Source: an optimization exercise on an open RTL-to-GDS flow (aim: small area). Production flows keep margins and buffers that such runs may drop.
Only simulation tests tie the RTL to the original design; equivalence was not proved.
Power and IR drop assume default switching activity.

==> module led_frame_buffer, before the edit <==
module led_frame_buffer
(
    input  logic              clk,
    input  logic              RST,
    input  logic [led_scan_pkg::N_ROWS-1:0][led_scan_pkg::N_COLS-1:0] red_i,
    input  logic [led_scan_pkg::N_ROWS-1:0][led_scan_pkg::N_COLS-1:0] grn_i,
    input  logic              valid_i,
    output logic              ready_o,
    input  logic              swap_i,
    input  logic [3:0]        row_idx_i,
    output logic              shown_o,
    output logic [led_scan_pkg::N_COLS-1:0] red_row_o,
    output logic [led_scan_pkg::N_COLS-1:0] grn_row_o
);
    localparam int NR = led_scan_pkg::N_ROWS;
    localparam int NC = led_scan_pkg::N_COLS;
    logic [NR-1:0][NC-1:0] staging_red_q;
    logic [NR-1:0][NC-1:0] staging_grn_q;
    logic [NR-1:0][NC-1:0] shadow_red_q;
    logic [NR-1:0][NC-1:0] shadow_grn_q;
    logic [NC-1:0] row_red_q;
    logic [NC-1:0] row_grn_q;
    logic [3:0]   staging_tap_q;
    logic [3:0]   shadow_tap_q;
    logic         pending_q;
    logic         shown_q;
    logic         fill_q;
    logic         even_inv_q;
    logic         odd_inv_q;
    logic         staging_inv;
    logic         capture;
    logic         load;
    logic         fill;
    assign capture     = !RST && valid_i && !pending_q;
    assign load        = swap_i && pending_q;
    assign fill        = load || fill_q;
    assign staging_inv = !staging_tap_q[0];
    always_ff @(posedge clk) begin
        if (RST) begin
            pending_q <= 1'b0;
            shown_q   <= 1'b0;
        end else if (capture) begin
            pending_q <= 1'b1;
        end else if (load) begin
            pending_q <= 1'b0;
            shown_q   <= 1'b1;
        end
    end
    always_ff @(posedge clk) begin
        if (capture) begin
            staging_red_q <= ~red_i;
            staging_grn_q <= ~grn_i;
        end else begin
            staging_red_q <= ~{staging_red_q[0], staging_red_q[NR-1:1]};
            staging_grn_q <= ~{staging_grn_q[0], staging_grn_q[NR-1:1]};
        end
    end
    always_ff @(posedge clk) begin
        for (int r = 0; r < NR; r += 2) begin
            if (fill) begin
                shadow_red_q[r] <= ~staging_red_q[r];
                shadow_grn_q[r] <= ~staging_grn_q[r];
            end else begin
                shadow_red_q[r] <= ~shadow_red_q[r+1];
                shadow_grn_q[r] <= ~shadow_grn_q[r+1];
            end
        end
        for (int r = 1; r < NR; r += 2) begin
            shadow_red_q[r] <= shadow_red_q[(r+1) % NR];
            shadow_grn_q[r] <= shadow_grn_q[(r+1) % NR];
        end
    end
    always_ff @(posedge clk) begin
        fill_q     <= load;
        even_inv_q <= fill ? !staging_inv : !odd_inv_q;
        odd_inv_q  <= even_inv_q;
    end
    always_ff @(posedge clk) begin
        if (capture) staging_tap_q <= 4'd0;
        else         staging_tap_q <= staging_tap_q + 4'd1;
        if (load)    shadow_tap_q  <= staging_tap_q;
        else         shadow_tap_q  <= shadow_tap_q + 4'd1;
    end
    always_ff @(posedge clk) begin
        if (shadow_tap_q == row_idx_i) begin
            row_red_q <= shadow_red_q[0] ^ {NC{even_inv_q}};
            row_grn_q <= shadow_grn_q[0] ^ {NC{even_inv_q}};
        end
    end
    assign ready_o   = !pending_q;
    assign shown_o   = shown_q;
    assign red_row_o = row_red_q;
    assign grn_row_o = row_grn_q;
endmodule
clock: 6.0 ns
lec_check: 0
cap_margin: 20
core_margin: 2
core_utilization: 70
slew_margin: 20
standard.sh (not shown) runs the stock make flow with config.mk's settings and CLKGATE_MAP_FILE= SYNTH_SCRIPT=/design/flow/synth_recipe.tcl, a recipe that flattens the netlist after the stock synthesis.
==> flow/flow/run.sh <==
#!/bin/bash
# Own layout flow: the standard synthesis, then an area re-map of the combinational logic
# (registers untouched), then the standard layout with port buffers of the smallest buffer.
set -euo pipefail
W=$PWD
F=$W/flow
R=$W/orfs/results/$FLOW_PLATFORM/led_matrix_scanner/base
LIB=$FLOW_HOME/platforms/$FLOW_PLATFORM/lib/sky130_fd_sc_hd__tt_025C_1v80.lib
YOSYS=$FLOW_HOME/../tools/install/yosys/bin/yosys

bash standard.sh synth > $W/log_synth.txt 2>&1

cp $R/1_2_yosys.v $W/std_1_2_yosys.v
DU=""
for c in $(sed -n '/DONT_USE_CELLS/,/^$/p' $FLOW_HOME/platforms/$FLOW_PLATFORM/config.mk | tr -d '\\' | grep -o 'sky130_fd_sc_hd__[A-Za-z0-9_]*'); do
  DU="$DU -dont_use $c"
done
sed -e "s#@LIB@#$LIB#g" -e "s#@IN@#$W/std_1_2_yosys.v#" -e "s#@OUT@#$W/remap.v#" \
    -e "s#@TOP@#$FLOW_TOP#g" -e "s#@DONTUSE@#$DU#" -e "s#@SCRIPT@#$F/abc_area.script#" \
    $F/remap.ys > $W/remap.ys
$YOSYS -s $W/remap.ys > $W/log_remap.txt 2>&1
cp $W/remap.v $R/1_2_yosys.v
rm -f $R/1_synth.odb $R/1_synth.sdc

CTS="-sink_clustering_enable -repair_clock_nets -dont_use_dummy_load -buf_list sky130_fd_sc_hd__clkbuf_8 -sink_clustering_size 20 -sink_clustering_max_diameter 50"
bash standard.sh "BUFFER_PORTS_ARGS=-buffer_cell sky130_fd_sc_hd__buf_1" "CTS_ARGS=$CTS" finish > $W/log_layout.txt 2>&1
==> flow/flow/abc_area.script <==
strash
dch
amap
topo
==> flow/flow/remap.ys <==
# Re-map the combinational logic of the standard synthesis netlist for area. The registers
# (and tie cells) stay the very same instances; only the logic between them is re-mapped.
read_liberty -ignore_miss_func @LIB@
read_verilog @IN@
hierarchy -top @TOP@
setattr -mod -set keep_hierarchy 1 sky130_fd_sc_hd__df* sky130_fd_sc_hd__edf* sky130_fd_sc_hd__sdf* sky130_fd_sc_hd__dl* sky130_fd_sc_hd__conb_1
flatten -wb
opt_clean -purge
delete t:$scopeinfo
stat
abc -liberty @LIB@ @DONTUSE@ -script @SCRIPT@
opt_clean -purge
stat -liberty @LIB@
select @TOP@
write_verilog -selected -noattr -noexpr -nohex -nodec @OUT@
The starting point completed without violations.
Rerun with:
--- a/flow/design.v
+++ b/flow/design.v
@@ -95,14 +95,18 @@
         else         shadow_tap_q  <= shadow_tap_q + 4'd1;
     end
+    logic tap_at_0;
+    logic tap_at_2;
+    assign tap_at_0 = shadow_tap_q == row_idx_i;
+    assign tap_at_2 = shadow_tap_q + 4'd2 == row_idx_i;
     always_ff @(posedge clk) begin
-        if (shadow_tap_q == row_idx_i) begin
-            row_red_q <= shadow_red_q[0] ^ {NC{even_inv_q}};
-            row_grn_q <= shadow_grn_q[0] ^ {NC{even_inv_q}};
+        if (!even_inv_q && (tap_at_0 || tap_at_2)) begin
+            row_red_q <= ~(tap_at_2 ? shadow_red_q[2] : shadow_red_q[0]);
+            row_grn_q <= ~(tap_at_2 ? shadow_grn_q[2] : shadow_grn_q[0]);
         end
     end
     assign ready_o   = !pending_q;
     assign shown_o   = shown_q;
-    assign red_row_o = row_red_q;
-    assign grn_row_o = row_grn_q;
+    assign red_row_o = ~row_red_q;
+    assign grn_row_o = ~row_grn_q;
 endmodule
 import led_scan_pkg::*;
The new run completed without violations. Core utilization rose by 0.23 points. Critical path depth went down by 3. Via count stays flat. Cell area hardly moves. Sequential cell count does not change. Area after synthesis fell by about 0.4%. Register-to-register slack gets worse by 300 ps. Clock skew is lower by 14 ps. Power climbs by about 0.7%. First-iteration DRC count rose by about 6%. Worst setup slack degrades by 300 ps. Die area fell by about 0.4%.

[port drivers added, routing unchanged]
The flow's constraints put no driver on any port. The routed layouts listed below were extracted and timed again, unchanged, in two steps.
Step 1 sets driving cells, clkbuf_16 on the clock port and buf_2 on the other inputs (assumed; they add their load-dependent delay and slew).
Step 2, shift: input delay + t, output delay - t, t = (earliest + latest rising clock arrival at the registers) / 2. This alone moves slack from input paths to output paths.
a / b / c = ideal ports / drivers / drivers and shift; a / b = the first two.
run | shift t [ns] | setup WS [ns] | worst setup path after step 2 | latest minus earliest clock arrival (ns) | worst data-port slew with drivers (ns)
the first run | 0.724 | 2.285 / 2.285 / 1.859 | input to register | 0.061 / 0.061 | 0.15
the second run | 0.680 | 1.984 / 1.984 / 1.842 | input to register | 0.053 / 0.054 | 0.13
After both steps every run listed still meets setup and hold. For the first run, which loses most, drivers alone change the setup slack by 0.000 ns; drivers and shift together by -0.426 ns.
